Source: an optimization exercise on an open RTL-to-GDS flow (aim: small area, a short achievable clock period and few clock cycles per item). Production flows keep margins and buffers that such runs may drop.
Only simulation tests tie the RTL to the original design; equivalence was not proved.
Power and IR drop assume default switching activity.

$ cat flow/design.v
    localparam int unsigned XLEN  = 64;
    localparam int unsigned HALF  = XLEN / 2;
    localparam int unsigned ACC_W = 2 * XLEN;
    localparam int unsigned CNT_W = 7;
    localparam logic [3:0] MD_MUL    = 4'd0;
    localparam logic [3:0] MD_MULH   = 4'd1;
    localparam logic [3:0] MD_MULHSU = 4'd2;
    localparam logic [3:0] MD_MULHU  = 4'd3;
    localparam logic [3:0] MD_DIV    = 4'd4;
    localparam logic [3:0] MD_DIVU   = 4'd5;
    localparam logic [3:0] MD_REM    = 4'd6;
    localparam logic [3:0] MD_REMU   = 4'd7;
    localparam logic [3:0] MD_MULW   = 4'd8;
    localparam logic [3:0] MD_DIVW   = 4'd9;
    localparam logic [3:0] MD_DIVUW  = 4'd10;
    localparam logic [3:0] MD_REMW   = 4'd11;
    localparam logic [3:0] MD_REMUW  = 4'd12;
    localparam logic [1:0] MD_IDLE = 2'd0;
    localparam logic [1:0] MD_BUSY = 2'd1;
    localparam logic [1:0] MD_FIX  = 2'd2;
    localparam logic [1:0] MD_DONE = 2'd3;
    function automatic logic is_md_op(input logic [3:0] f_op);
        is_md_op = (f_op <= 4'd12);
    endfunction
    function automatic logic is_div(input logic [3:0] f_op);
        case (f_op)
            MD_DIV, MD_DIVU, MD_REM, MD_REMU,
            MD_DIVW, MD_DIVUW, MD_REMW, MD_REMUW: is_div = 1'b1;
            default:                              is_div = 1'b0;
        endcase
    endfunction
    function automatic logic is_rem(input logic [3:0] f_op);
        case (f_op)
            MD_REM, MD_REMU, MD_REMW, MD_REMUW: is_rem = 1'b1;
            default:                            is_rem = 1'b0;
        endcase
    endfunction
    function automatic logic is_signed_a(input logic [3:0] f_op);
        case (f_op)
            MD_MULH, MD_MULHSU, MD_DIV, MD_REM, MD_DIVW, MD_REMW: is_signed_a = 1'b1;
            default:                                              is_signed_a = 1'b0;
        endcase
    endfunction
    function automatic logic is_signed_b(input logic [3:0] f_op);
        case (f_op)
            MD_MULH, MD_DIV, MD_REM, MD_DIVW, MD_REMW: is_signed_b = 1'b1;
            default:                                   is_signed_b = 1'b0;
        endcase
    endfunction
    function automatic logic is_word(input logic [3:0] f_op);
        case (f_op)
            MD_MULW, MD_DIVW, MD_DIVUW, MD_REMW, MD_REMUW: is_word = 1'b1;
            default:                                       is_word = 1'b0;
        endcase
    endfunction
    function automatic logic is_high(input logic [3:0] f_op);
        case (f_op)
            MD_MULH, MD_MULHSU, MD_MULHU: is_high = 1'b1;
            default:                      is_high = 1'b0;
        endcase
    endfunction
module md_sign_fix
(
    input  logic [3:0]                 op,
    input  logic [127:0]               acc,
    input  logic               neg_a,
    input  logic               neg_b,
    output logic [63:0]                result
);
    localparam int unsigned XLEN  = 64;
    localparam int unsigned HALF  = XLEN / 2;
    localparam int unsigned ACC_W = 2 * XLEN;
    localparam int unsigned CNT_W = 7;
    localparam logic [3:0] MD_MUL    = 4'd0;
    localparam logic [3:0] MD_MULH   = 4'd1;
    localparam logic [3:0] MD_MULHSU = 4'd2;
    localparam logic [3:0] MD_MULHU  = 4'd3;
    localparam logic [3:0] MD_DIV    = 4'd4;
    localparam logic [3:0] MD_DIVU   = 4'd5;
    localparam logic [3:0] MD_REM    = 4'd6;
    localparam logic [3:0] MD_REMU   = 4'd7;
    localparam logic [3:0] MD_MULW   = 4'd8;
    localparam logic [3:0] MD_DIVW   = 4'd9;
    localparam logic [3:0] MD_DIVUW  = 4'd10;
    localparam logic [3:0] MD_REMW   = 4'd11;
    localparam logic [3:0] MD_REMUW  = 4'd12;
    localparam logic [1:0] MD_IDLE = 2'd0;
    localparam logic [1:0] MD_BUSY = 2'd1;
    localparam logic [1:0] MD_FIX  = 2'd2;
    localparam logic [1:0] MD_DONE = 2'd3;
    function automatic logic is_md_op(input logic [3:0] f_op);
        is_md_op = (f_op <= 4'd12);
    endfunction
    function automatic logic is_div(input logic [3:0] f_op);
        case (f_op)
            MD_DIV, MD_DIVU, MD_REM, MD_REMU,
            MD_DIVW, MD_DIVUW, MD_REMW, MD_REMUW: is_div = 1'b1;
            default:                              is_div = 1'b0;
        endcase
    endfunction
    function automatic logic is_rem(input logic [3:0] f_op);
        case (f_op)
            MD_REM, MD_REMU, MD_REMW, MD_REMUW: is_rem = 1'b1;
            default:                            is_rem = 1'b0;
        endcase
    endfunction
    function automatic logic is_signed_a(input logic [3:0] f_op);
        case (f_op)
            MD_MULH, MD_MULHSU, MD_DIV, MD_REM, MD_DIVW, MD_REMW: is_signed_a = 1'b1;
            default:                                              is_signed_a = 1'b0;
        endcase
    endfunction
    function automatic logic is_signed_b(input logic [3:0] f_op);
        case (f_op)
            MD_MULH, MD_DIV, MD_REM, MD_DIVW, MD_REMW: is_signed_b = 1'b1;
            default:                                   is_signed_b = 1'b0;
        endcase
    endfunction
    function automatic logic is_word(input logic [3:0] f_op);
        case (f_op)
            MD_MULW, MD_DIVW, MD_DIVUW, MD_REMW, MD_REMUW: is_word = 1'b1;
            default:                                       is_word = 1'b0;
        endcase
    endfunction
    function automatic logic is_high(input logic [3:0] f_op);
        case (f_op)
            MD_MULH, MD_MULHSU, MD_MULHU: is_high = 1'b1;
            default:                      is_high = 1'b0;
        endcase
    endfunction
    logic [ACC_W-1:0] prod_raw;
    logic [ACC_W-1:0] prod;
    logic [XLEN-1:0]  quo;
    logic [XLEN-1:0]  rem;
    logic [XLEN-1:0]  sel;
    always_comb begin
        prod_raw = is_word(op) ? ACC_W'(acc[XLEN+HALF-1:HALF]) : acc;
        prod     = (neg_a ^ neg_b) ? -prod_raw : prod_raw;
        quo = (neg_a ^ neg_b) ? -acc[XLEN-1:0] : acc[XLEN-1:0];
        rem = neg_a ? -acc[ACC_W-1:XLEN] : acc[ACC_W-1:XLEN];
        if (is_div(op)) begin
            sel = is_rem(op) ? rem : quo;
        end else begin
            sel = is_high(op) ? prod[ACC_W-1:XLEN] : prod[XLEN-1:0];
        end
        result = is_word(op) ? {{HALF{sel[HALF-1]}}, sel[HALF-1:0]} : sel;
    end
endmodule
module md_exec_unit
(
    input  logic               clk,
    input  logic               reset,
    input  logic               req_valid,
    input  logic [3:0]         op,
    input  logic [63:0]        srca,
    input  logic [63:0]        srcb,
    input  logic               hold,
    input  logic               flush,
    output logic               exe_is_waiting,
    output logic               result_valid,
    output logic [63:0]        result
);
    localparam int unsigned XLEN  = 64;
    localparam int unsigned HALF  = XLEN / 2;
    localparam int unsigned ACC_W = 2 * XLEN;
    localparam int unsigned CNT_W = 7;
    localparam logic [3:0] MD_MUL    = 4'd0;
    localparam logic [3:0] MD_MULH   = 4'd1;
    localparam logic [3:0] MD_MULHSU = 4'd2;
    localparam logic [3:0] MD_MULHU  = 4'd3;
    localparam logic [3:0] MD_DIV    = 4'd4;
    localparam logic [3:0] MD_DIVU   = 4'd5;
    localparam logic [3:0] MD_REM    = 4'd6;
    localparam logic [3:0] MD_REMU   = 4'd7;
    localparam logic [3:0] MD_MULW   = 4'd8;
    localparam logic [3:0] MD_DIVW   = 4'd9;
    localparam logic [3:0] MD_DIVUW  = 4'd10;
    localparam logic [3:0] MD_REMW   = 4'd11;
    localparam logic [3:0] MD_REMUW  = 4'd12;
    localparam logic [1:0] MD_IDLE = 2'd0;
    localparam logic [1:0] MD_BUSY = 2'd1;
    localparam logic [1:0] MD_FIX  = 2'd2;
    localparam logic [1:0] MD_DONE = 2'd3;
    function automatic logic is_md_op(input logic [3:0] f_op);
        is_md_op = (f_op <= 4'd12);
    endfunction
    function automatic logic is_div(input logic [3:0] f_op);
        case (f_op)
            MD_DIV, MD_DIVU, MD_REM, MD_REMU,
            MD_DIVW, MD_DIVUW, MD_REMW, MD_REMUW: is_div = 1'b1;
            default:                              is_div = 1'b0;
        endcase
    endfunction
    function automatic logic is_rem(input logic [3:0] f_op);
        case (f_op)
            MD_REM, MD_REMU, MD_REMW, MD_REMUW: is_rem = 1'b1;
            default:                            is_rem = 1'b0;
        endcase
    endfunction
    function automatic logic is_signed_a(input logic [3:0] f_op);
        case (f_op)
            MD_MULH, MD_MULHSU, MD_DIV, MD_REM, MD_DIVW, MD_REMW: is_signed_a = 1'b1;
            default:                                              is_signed_a = 1'b0;
        endcase
    endfunction
    function automatic logic is_signed_b(input logic [3:0] f_op);
        case (f_op)
            MD_MULH, MD_DIV, MD_REM, MD_DIVW, MD_REMW: is_signed_b = 1'b1;
            default:                                   is_signed_b = 1'b0;
        endcase
    endfunction
    function automatic logic is_word(input logic [3:0] f_op);
        case (f_op)
            MD_MULW, MD_DIVW, MD_DIVUW, MD_REMW, MD_REMUW: is_word = 1'b1;
            default:                                       is_word = 1'b0;
        endcase
    endfunction
    function automatic logic is_high(input logic [3:0] f_op);
        case (f_op)
            MD_MULH, MD_MULHSU, MD_MULHU: is_high = 1'b1;
            default:                      is_high = 1'b0;
        endcase
    endfunction
    logic [1:0]         state;
    logic [3:0]         op_q;
    logic [ACC_W-1:0]   acc;
    logic [XLEN-1:0]    mcand;
    logic               neg_a_q;
    logic               neg_b_q;
    logic [CNT_W-1:0]   cnt;
    logic [XLEN-1:0]    result_q;
    logic               word;
    logic               sa;
    logic               sb;
    logic               na;
    logic               nb;
    logic [XLEN-1:0]    a_ext;
    logic [XLEN-1:0]    b_ext;
    logic [XLEN-1:0]    mag_a;
    logic [XLEN-1:0]    mag_b;
    logic [XLEN-1:0]    min_val;
    logic [XLEN-1:0]    special_res;
    logic               div_zero;
    logic               div_ovf;
    logic               accept;
    logic [ACC_W-1:0]   acc_init;
    logic [XLEN:0]      mul_sum;
    logic [ACC_W-1:0]   mul_next;
    logic [XLEN:0]      div_diff;
    logic [ACC_W-1:0]   div_next;
    logic [XLEN-1:0]    fix_res;
    always_comb begin
        word = is_word(op);
        sa   = is_signed_a(op);
        sb   = is_signed_b(op);
        a_ext = srca;
        b_ext = srcb;
        if (word) begin
            a_ext = sa ? {{HALF{srca[HALF-1]}}, srca[HALF-1:0]} : {HALF'(0), srca[HALF-1:0]};
            b_ext = sb ? {{HALF{srcb[HALF-1]}}, srcb[HALF-1:0]} : {HALF'(0), srcb[HALF-1:0]};
        end
        na    = sa & a_ext[XLEN-1];
        nb    = sb & b_ext[XLEN-1];
        mag_a = na ? -a_ext : a_ext;
        mag_b = nb ? -b_ext : b_ext;
        min_val  = word ? {{(HALF+1){1'b1}}, (HALF-1)'(0)} : {1'b1, (XLEN-1)'(0)};
        div_zero = is_div(op) & (b_ext == '0);
        div_ovf  = is_div(op) & sa & (a_ext == min_val) & (b_ext == '1);
        special_res = '0;
        if (div_zero) begin
            special_res = is_rem(op) ? {{HALF{srca[HALF-1]}}, srca[HALF-1:0]} : '1;
            if (!word && is_rem(op)) special_res = srca;
        end else if (div_ovf) begin
            special_res = is_rem(op) ? '0 : (word ? min_val : srca);
        end
        acc_init = {XLEN'(0), (word & is_div(op)) ? {mag_a[HALF-1:0], HALF'(0)} : mag_a};
        accept = (state == MD_IDLE) & req_valid & ~flush & is_md_op(op);
    end
    always_comb begin
        mul_sum  = {1'b0, acc[ACC_W-1:XLEN]} + (acc[0] ? {1'b0, mcand} : (XLEN+1)'(0));
        mul_next = {mul_sum, acc[XLEN-1:1]};
        div_diff = acc[ACC_W-1:XLEN-1] - {1'b0, mcand};
        div_next = div_diff[XLEN] ? {acc[ACC_W-2:0], 1'b0}
                                  : {div_diff[XLEN-1:0], acc[XLEN-2:0], 1'b1};
    end
    md_sign_fix u_sign_fix (
        .op     (op_q),
        .acc    (acc),
        .neg_a  (neg_a_q),
        .neg_b  (neg_b_q),
        .result (fix_res)
    );
    always_ff @(posedge clk or negedge reset) begin
        if (!reset) begin
            state    <= MD_IDLE;
            op_q     <= MD_MUL;
            acc      <= '0;
            mcand    <= '0;
            neg_a_q  <= 1'b0;
            neg_b_q  <= 1'b0;
            cnt      <= '0;
            result_q <= '0;
        end else if (flush) begin
            state    <= MD_IDLE;
            acc      <= '0;
            cnt      <= '0;
            result_q <= '0;
        end else begin
            case (state)
                MD_IDLE: begin
                    if (accept) begin
                        op_q    <= op;
                        neg_a_q <= na;
                        neg_b_q <= nb;
                        mcand   <= mag_b;
                        acc     <= acc_init;
                        cnt     <= word ? CNT_W'(HALF) : CNT_W'(XLEN);
                        if (div_zero || div_ovf) begin
                            result_q <= special_res;
                            state    <= MD_DONE;
                        end else begin
                            state <= MD_BUSY;
                        end
                    end
                end
                MD_BUSY: begin
                    acc <= is_div(op_q) ? div_next : mul_next;
                    cnt <= cnt - CNT_W'(1);
                    if (cnt == CNT_W'(1)) state <= MD_FIX;
                end
                MD_FIX: begin
                    result_q <= fix_res;
                    state    <= MD_DONE;
                end
                MD_DONE: begin
                    if (!hold) begin
                        result_q <= '0;
                        state    <= MD_IDLE;
                    end
                end
                default: state <= MD_IDLE;
            endcase
        end
    end
    assign exe_is_waiting = reset & (accept | (state == MD_BUSY) | (state == MD_FIX));
    assign result_valid   = (state == MD_DONE);
    assign result         = result_q;
endmodule
$ cat flow/run.sh
#!/bin/bash
# synth_recipe.tcl (not shown) runs the flow's synth.tcl, then flattens the netlist and writes it again
# the make line also repeats each setting of config.mk as NAME=value (left out here)
make -C /OpenROAD-flow-scripts/flow DESIGN_CONFIG=/design/flow/config.mk WORK_HOME=/design/flow/orfs CLKGATE_MAP_FILE= SYNTH_SCRIPT=/design/flow/synth_recipe.tcl finish
$ cat flow/constraint.sdc
create_clock -name core_clock -period 5.5 [get_ports {clk}]
set_input_delay 1.1000 -clock core_clock [delete_from_list [all_inputs] [get_ports {clk}]]
set_output_delay 1.1000 -clock core_clock [all_outputs]
set_load 0.01 [all_outputs]
$ cat flow/config.mk
export PLATFORM = sky130hd
export DESIGN_NAME = md_exec_unit
export DESIGN_NICKNAME = md_exec_unit
export VERILOG_FILES = /design/flow/design.v
export SDC_FILE = /design/flow/constraint.sdc
export NUM_CORES = 4
export LEC_CHECK = 0
export CAP_MARGIN = 20
export CORE_MARGIN = 2
export CORE_UTILIZATION = 40
export SLEW_MARGIN = 20
==> results.txt <==
logic make-up after synthesis:
family                   count (synthesis)
AO/OA/AOI/OAI                         1733
XOR/XNOR                               425
adder cells (fa/ha/maj)                143
flip-flops                             271
buffers and inverters                  573
AND/OR/NAND/NOR                       1967
multiplexers                           125
worst max-delay path, cell delays in order, from the launching register on:
cell      delay, ps
dfrtp_1         510
o21a_1          350
nor2_4          340
mux2i_1         290
ha_1            210
nor4b_1         340
nand4_1         180
o32a_1          230
nor3_1          360
buf_4           210
and3_1          310
nand2_1         420
o21ai_1         290
xor2_1          190
nor2_1           60
o41ai_1         420
buf_4           260
a211oi_1         80
final cells by class:
| type | count | area [µm²] | share of cell area (%) |
|---|---|---|---|
| clock buffers | 54 | 1114 | 2.674 |
| clock inverters | 18 | 262.8 | 0.6310 |
| inverters | 127 | 476.7 | 1.145 |
| multi-input cells | 4393 | 27290 | 65.54 |
| flip-flops and latches | 271 | 6783 | 16.29 |
| well taps | 1176 | 1471 | 3.534 |
| repair buffers | 481 | 4242 | 10.19 |
stage by stage:
step,cells,cell area [µm²]
2_1_floorplan,5237,36130
5_1_grt,6520,41640
3_5_place_dp,6448,40260
6_report,6520,41640
4_1_cts,6520,41640
3_3_place_gp,6448,40250
worst max path at each step:
stage | from | endpoint | slack, ps | depth (start not counted)
after detailed placement | op[0] | result_q[25] | 210 | 15
final | op_q[0] | result_q[58] | 290 | 17
after global placement | srca[24] | acc[48] | 280 | 11
after floorplan | op_q[0] | result_q[18] | 600 | 21
after CTS | op_q[0] | result_q[36] | 590 | 16
after global routing | op_q[0] | result_q[58] | 250 | 17
layout by cell type (no fill, tap or decap), types with 55 or more instances in the layout:
cell type and count:
dfrtp_1 270, a22oi_1 55, a21o_1 90, a31oi_1 77, buf_4 269, nor4_1 72
clkdlybuf4s50_1 200, a211oi_1 60, ha_1 140, mux2i_1 106, nor2_1 536, o31ai_1 63
nor3_1 147, nand2_1 692, o211ai_1 71, a21oi_1 488, inv_1 124, xor2_1 197
nand4_1 98, nand3_1 99, xnor2_1 223, o21ai_0 446
power groups by stage:
stage          clock network [mW]  registers [mW]  logic, mW
3_5_place_dp                    0            3.37       19.7
5_1_grt                      2.91            3.42       21.4
2_1_floorplan                   0            2.85       11.8
6_report                     2.83            3.40       20.9
4_1_cts                      2.85            3.34       19.8
3_3_place_gp                    0            3.37       19.8
registers in the layout, summed over array words and instances (netlist names):
| register | count |
|---|---|
| acc | 128 |
| mcand | 64 |
| result_q | 64 |
| cnt | 7 |
| op_q | 4 |
| state | 2 |
| neg_a_q | 1 |
| neg_b_q | 1 |
per-layer routing:
layer	global-route usage (%)	routed length, µm	share of wire, %	up-vias
li1	-	-	-	19280
met2	65.43	89580	41	3064
met1	61.78	88920	41	21550
met4	25.45	14710	6.7	6
met3	11.31	26020	12	526
met5	0	42	0.019	-
==> results.yml <==
logic_synthesis:
  synth.area.top_cells: "dfrtp_1, nand2_1, a21oi_1"
  synthesis.nets: 5517
  synth-compound-area-share_pct: 30.47
  yosys.area.top_type: "dfrtp_1"
  synth_simple_gate_area_share_pct: 25.78
  seq_area_frac_synth_pct: 18.77
  ys_warn_count: 2
  synthMuxAreaShare_pct: 3.540
  synth_cells: 5237
  synth_top_family_by_area: "compound AO/OA/AOI/OAI gates"
  syn_avg_cell_area_um2: 6.898
  yosys_register_bits: 271
  synth_top_area_share_pct: 18.77
  yosys.cell_count.top_type: "nand2_1"
  syn-cell-area_um2: 36130
  synthAdderAreaFrac_pct: 4.994
  synth_edf_count: 0
  async_flop_share_pct: 100.0
  synthFlopType: "dfrtp_1"
  yosysUniqueCellTypes: 108
  ys_top_cells_by_count: "nand2_1, nor2_1, a21oi_1"
  synth-xor-area-share_pct: 10.30
clock_tree:
  ctsResizeCount: 0
  postCtsSetupRepairBufs: 0
  cts_sinks: 271
  numCtsBuffers: 39
  hold_buffers: 0
  insertion_delay_ps: 630
  cts_buffer_depth: 3
  cts.clk_slew.worst_paths_ps: 70
  cts_tree: "done"
  cts_root_buf: "clkbuf_16"
  cts-htree-levels: 2
critical_path:
  crit_required_ps: 5960
  path_max_fanout: 8
  critPathLaunchType: "flip-flop"
  endpoint_kind: "flip-flop"
  r2r-end: "result_q[58]"
  critPathArrivalTime_ps: 5670
  reg2reg_slack_ps: 290
  rr_worst_depth: 17
  r2r-start: "op_q[0]"
  crit_type: "reg2reg"
job:
  cap_violations: 0
final_layout:
  nNetsFinal: 5593
  final_core_util_pct: 46.40
  diodes: 0
  area_growth_pct: 15.25
  drive_gt1_share_pct: 8.907
  n_fill_cell: 9441
timing:
  finalHoldWorstSlack_ps: 355.6
  finalCritPeriodShare_pct: 94.75
  setup_slack_ps: 289.0
  setup_tns_ps: 0
  rsz0062_at_grt: "no"
  max_slew_margin_pct: 28.66
  period_needed_ps: 5211
  tightest_slew_ps: 1070
  hold_viol: 0
  slew_viol_final: 0
  fmax_ghz: 0.1919
  setup_viol: 0
  clock-skew-final_ps: 30.87
detailed_routing:
  wire_per_inst_um: 33.63
  drtAntennaViolNets: 0
  drt_iter0_markers: 7176
  dr.pass1.iters: 6
  drt-total-wl_um: 219300
  vias: 44430
  post-route-drc-count: 0
  vias_per_cell: 6.815
floorplan:
  die_w_um: 304.5
  start_util_pct: 40.26
  die_y_um: 304.5
  core.rowCount: 110
  core_um2: 89740
  die_area_um2: 92740
  pin_count: 203
power_and_ir_drop:
  switchingPower_mw: 16.59
  finalPower_mw: 27.08
  p_comb_share_pct: 77.0
  pwr-share-clk_pct: 10.5
  seqPwrFrac_pct: 12.5
  internal_power_mw: 10.49
  ir_worst_vdd_mv: 0.3820
  switching_share_pct: 61.26
  power.density_nw_per_um2: 650.3
  leakage_nw: 17.57
grt:
  antenna_found_initial: 15
  grt_pass1_vias: 40760
  grt-ovfl-total: 0
  grt_pass1_wl_um: 307700
  grt_max_degree: 121
  track_usage_pct: 45.46
placed_design:
  dp_hpwl_um: 171200
  gp_congestion: 1.104
  port_buffers: 202
  pre_cts_ws_ps: 207.5
worst_hold_path:
  hp-class: "in2async"
outcome:
  outcome: "timing/DRC/antenna clean"
Testbench counts, summed over its fixed seeds: cycles 128,531, ops 2,400.

static timing again, ports no longer ideal:
In the flow no input, the clock included, has a driving cell. The finished layout below was timed again as built, in two steps.
Step 1 sets driving cells, clkbuf_16 on the clock port and buf_2 on the other inputs (assumed; they add their load-dependent delay and slew).
Step 2 adds t to the input delays and takes it off the output delays; t is the mean of the earliest and latest rising clock arrival at the registers after step 1. Input paths then give back, and output paths get back, about the clock's delay inside the block.
a / b / c = ideal / step 1 / step 2; a / b = the first two.
shift t [ns]: 0.688
slack for setup (ns): 0.289 / 0.289 / 0.035
slew at the worst register clock pin (ns): 0.07 / 0.07
pins driven straight from the clock port: 1
After both steps setup and hold are still met in this run. For this run, drivers alone change the setup slack by 0.000 ns; drivers and shift together by -0.254 ns.
